What follows belongs to an exercise in optimizing a design on an open flow for small area, a short achievable clock period and few clock cycles; a production flow would make more cautious choices. Function was checked by simulation only, so behaviour that the tests miss may differ from the original. Power and IR drop assume default switching activity.

== rev 12 ==
==> flow/design.v (excerpt) <==
module servo_bus_status_frame_parser_core (
    input  logic                            i_clk,
    input  logic                            i_rst_n,
    input  logic                            i_cfg_we,
    input  logic [sbsp_pkg::CFG_IDX_W-1:0]  i_cfg_idx,
    input  logic [sbsp_pkg::CFG_DATA_W-1:0] i_cfg_data,
    input  logic                            i_rx_valid,
    output logic                            o_rx_ready,
    input  logic [sbsp_pkg::BYTE_W-1:0]     i_rx_byte,
    output logic                            o_res_valid,
    input  logic                            i_res_ready,
    output logic [1:0]                      o_res_status,
    output logic [sbsp_pkg::BYTE_W-1:0]     o_res_servo_id,
    output logic [sbsp_pkg::BYTE_W-1:0]     o_res_error_byte,
    output logic                            o_res_data_valid,
    output logic [sbsp_pkg::BYTE_W-1:0]     o_res_data_byte,
    output logic [sbsp_pkg::PAR_W-1:0]      o_res_data_index,
    output logic                            o_res_last
);
    localparam int QD = 3;                  
    localparam int QW = 2;
    logic [BYTE_W-1:0] r_scan_limit, n_scan_limit;
    logic [LEN_W-1:0]  r_max_length;
    always_comb begin
        n_scan_limit = r_scan_limit;
        if (!i_rst_n)                                     n_scan_limit = SCAN_LIMIT_RST;
        else if (i_cfg_we && i_cfg_idx == CFG_SCAN_LIMIT) n_scan_limit = i_cfg_data;
    end
    always_ff @(posedge i_clk) begin
        r_scan_limit <= n_scan_limit;
        if (!i_rst_n)                                     r_max_length <= MAX_LENGTH_RST;
        else if (i_cfg_we && i_cfg_idx == CFG_MAX_LENGTH) r_max_length <= i_cfg_data[LEN_W-1:0];
    end
    logic              r_rdy;
    logic              acc;                  
    logic [BYTE_W-1:0] rxb;
    assign o_rx_ready = r_rdy;
    assign acc        = i_rx_valid && r_rdy;
    assign rxb        = i_rx_byte;
    logic r_ph_h, r_ph_i, r_ph_l, r_ph_e, r_ph_p, r_ph_c;
    logic n_ph_h, n_ph_i, n_ph_l, n_ph_e, n_ph_p, n_ph_c;
    logic              r_pff,   n_pff;       
    logic [BYTE_W-1:0] r_sc,    n_sc;        
    logic              hit;                  
    logic [BYTE_W-1:0] r_id,    n_id;
    logic [BYTE_W-1:0] r_er,    n_er;
    logic [BYTE_W-1:0] r_sum,   n_sum;
    logic              r_lbad,  n_lbad;      
    logic              r_l2,    n_l2;        
  ...
Settings: LEC_CHECK=0, CAP_MARGIN=20, CORE_MARGIN=2, CORE_UTILIZATION=40, CTS_CLUSTER_DIAMETER=100, CTS_CLUSTER_SIZE=24, PLACE_DENSITY=0.6, SETUP_SLACK_MARGIN=2.8, SLEW_MARGIN=20; clock period 5.0 ns.
standard.sh (not shown) runs the stock make flow with config.mk's settings and CLKGATE_MAP_FILE= SYNTH_SCRIPT=/design/flow/synth_recipe.tcl, a recipe that flattens the netlist after the stock synthesis.
==> flow/flow/run.sh <==
#!/bin/bash
# The standard layout, with the port buffers made from buf_2 cells instead of the
# slower cells buffer_ports picks by itself. Each tool's full output goes to its own log.
set -euo pipefail
bash standard.sh BUFFER_PORTS_ARGS="-buffer_cell sky130_fd_sc_hd__buf_2" finish > standard_flow.log 2>&1
Rev 12 finished every step from synthesis to the final layout, and the layout passed the timing, design-rule and antenna checks.
Testbench counts of rev 12, summed over its fixed seeds: cycles 43,305.
[inputs] rev 13 vs rev 12
--- a/flow/config.mk
+++ b/flow/config.mk
@@ -13,3 +13,3 @@
 export PLACE_DENSITY = 0.6
-export SETUP_SLACK_MARGIN = 2.8
+export SETUP_SLACK_MARGIN = 2.9
 export SLEW_MARGIN = 20
Relative to rev 12, initial antenna violation count has decreased by 1 in rev 13. Between rev 13 and rev 12, the pin count of the biggest net entering global routing is lower for rev 13. Cmp rev 13 and rev 12 / number of clock buffer instances in the layout / lower: rev 12.

---

Another version of the RTL of servo_bus_status_frame_parser_core (not shown whole).
Size: roughly 640 flip-flops, ~26000 um^2 of cells after synthesis.
clock: 5.0 ns
lec_check: 0
abc_area: 1
cap_margin: 20
core_margin: 2
core_utilization: 40
cts_cluster_diameter: 100
cts_cluster_size: 24
place_density: 0.6
setup_slack_margin: 3.0
slew_margin: 20
Scripts as last shown in full above: flow/flow/run.sh
Testbench counts at the start, summed over its fixed seeds: cycles 43,520.
Edit:
ABC_AREA = unset   (was 1)
ABC_CLOCK_PERIOD_IN_PS = 2000   (was unset)
Outcome: The new run completed with no timing, DRC or antenna violations; cell count is lower by 16%; die area went down by 1.8%; worst setup slack improved by 47 ps; utilization decreases by 0.69 points; wire length stays flat.
Edit:
ABC_CLOCK_PERIOD_IN_PS = unset   (was 2000)
=> Total power does not change; area after synthesis is unchanged; global-route usage is unchanged; hold slack stays the same.

---

Setup of oak:
Another version of the RTL of servo_bus_status_frame_parser_core (not shown whole).
Size: roughly 1800 cells after synthesis, roughly 58 I/O pins, about 27000 µm² of cells after synthesis.
clock: 5.0 ns
lec_check: 0
cap_margin: 20
core_margin: 2
core_utilization: 40
place_density: 0.6
setup_slack_margin: 3.0
slew_margin: 20
run.sh (not shown) runs the stock make flow with config.mk's settings and CLKGATE_MAP_FILE= SYNTH_SCRIPT=/design/flow/synth_recipe.tcl, a recipe that flattens the netlist after the stock synthesis.
Stock flow here: none of the scripts above is used.
oak finished every step from synthesis to the final layout, and the layout passed the timing, design-rule and antenna checks.
Testbench counts of oak, summed over its fixed seeds: cycles 43,404.
Setup changes, oak to pine
- CTS_BUF_LIST newly set to sky130_fd_sc_hd__clkbuf_8
- CTS_CLUSTER_SIZE newly set to 30
Notes after the runs:
[pine vs oak] fmax: lower in pine. Area used by sequential logic in the layout essentially unchanged between pine and oak. Relative to oak, setup skew after layout increased by 0.0039 ns in pine. Relative to oak, number of gates on the worst path with buffers counted has gone up in pine.

==> port drivers added, routing unchanged <==
Ports are ideal in the flow. The routed layouts listed here were re-timed in OpenROAD.
Step 1 sets driving cells, clkbuf_16 on the clock port and buf_2 on the other inputs (assumed; they add their load-dependent delay and slew).
Step 2 times the ports against the registers' clock, not the clock port: input delays grow and output delays shrink by t, the midpoint of the rising clock arrivals with the driver on.
a / b / c = no drivers / after step 1 / after step 2; a / b = the first two.
run | shift t [ns] | setup slack, ns | clock arrival spread, ns | worst slew at a driven data input, ns
rev 12 | 0.690 | 2.752 / 2.717 / 2.133 | 0.026 / 0.026 | 0.15
rev 13 | 0.675 | 2.785 / 2.725 / 2.262 | 0.031 / 0.030 | 0.12
the first run of note 2 | 0.680 | 2.771 / 2.771 / 2.591 | 0.031 / 0.031 | 0.06
the second run of note 2 | 0.669 | 2.818 / 2.759 / 2.553 | 0.039 / 0.038 | 0.05
the third run of note 2 | 0.669 | 2.818 / 2.759 / 2.553 | 0.039 / 0.038 | 0.05
oak | 0.676 | 2.839 / 2.780 / 2.262 | 0.042 / 0.042 | 0.04
pine | 0.760 | 2.738 / 2.693 / 2.278 | 0.047 / 0.047 | 0.04
After both steps setup and hold are still met in every run listed. The setup slack of rev 12, which loses most, moves by -0.035 ns with the drivers and by -0.619 ns with both steps.
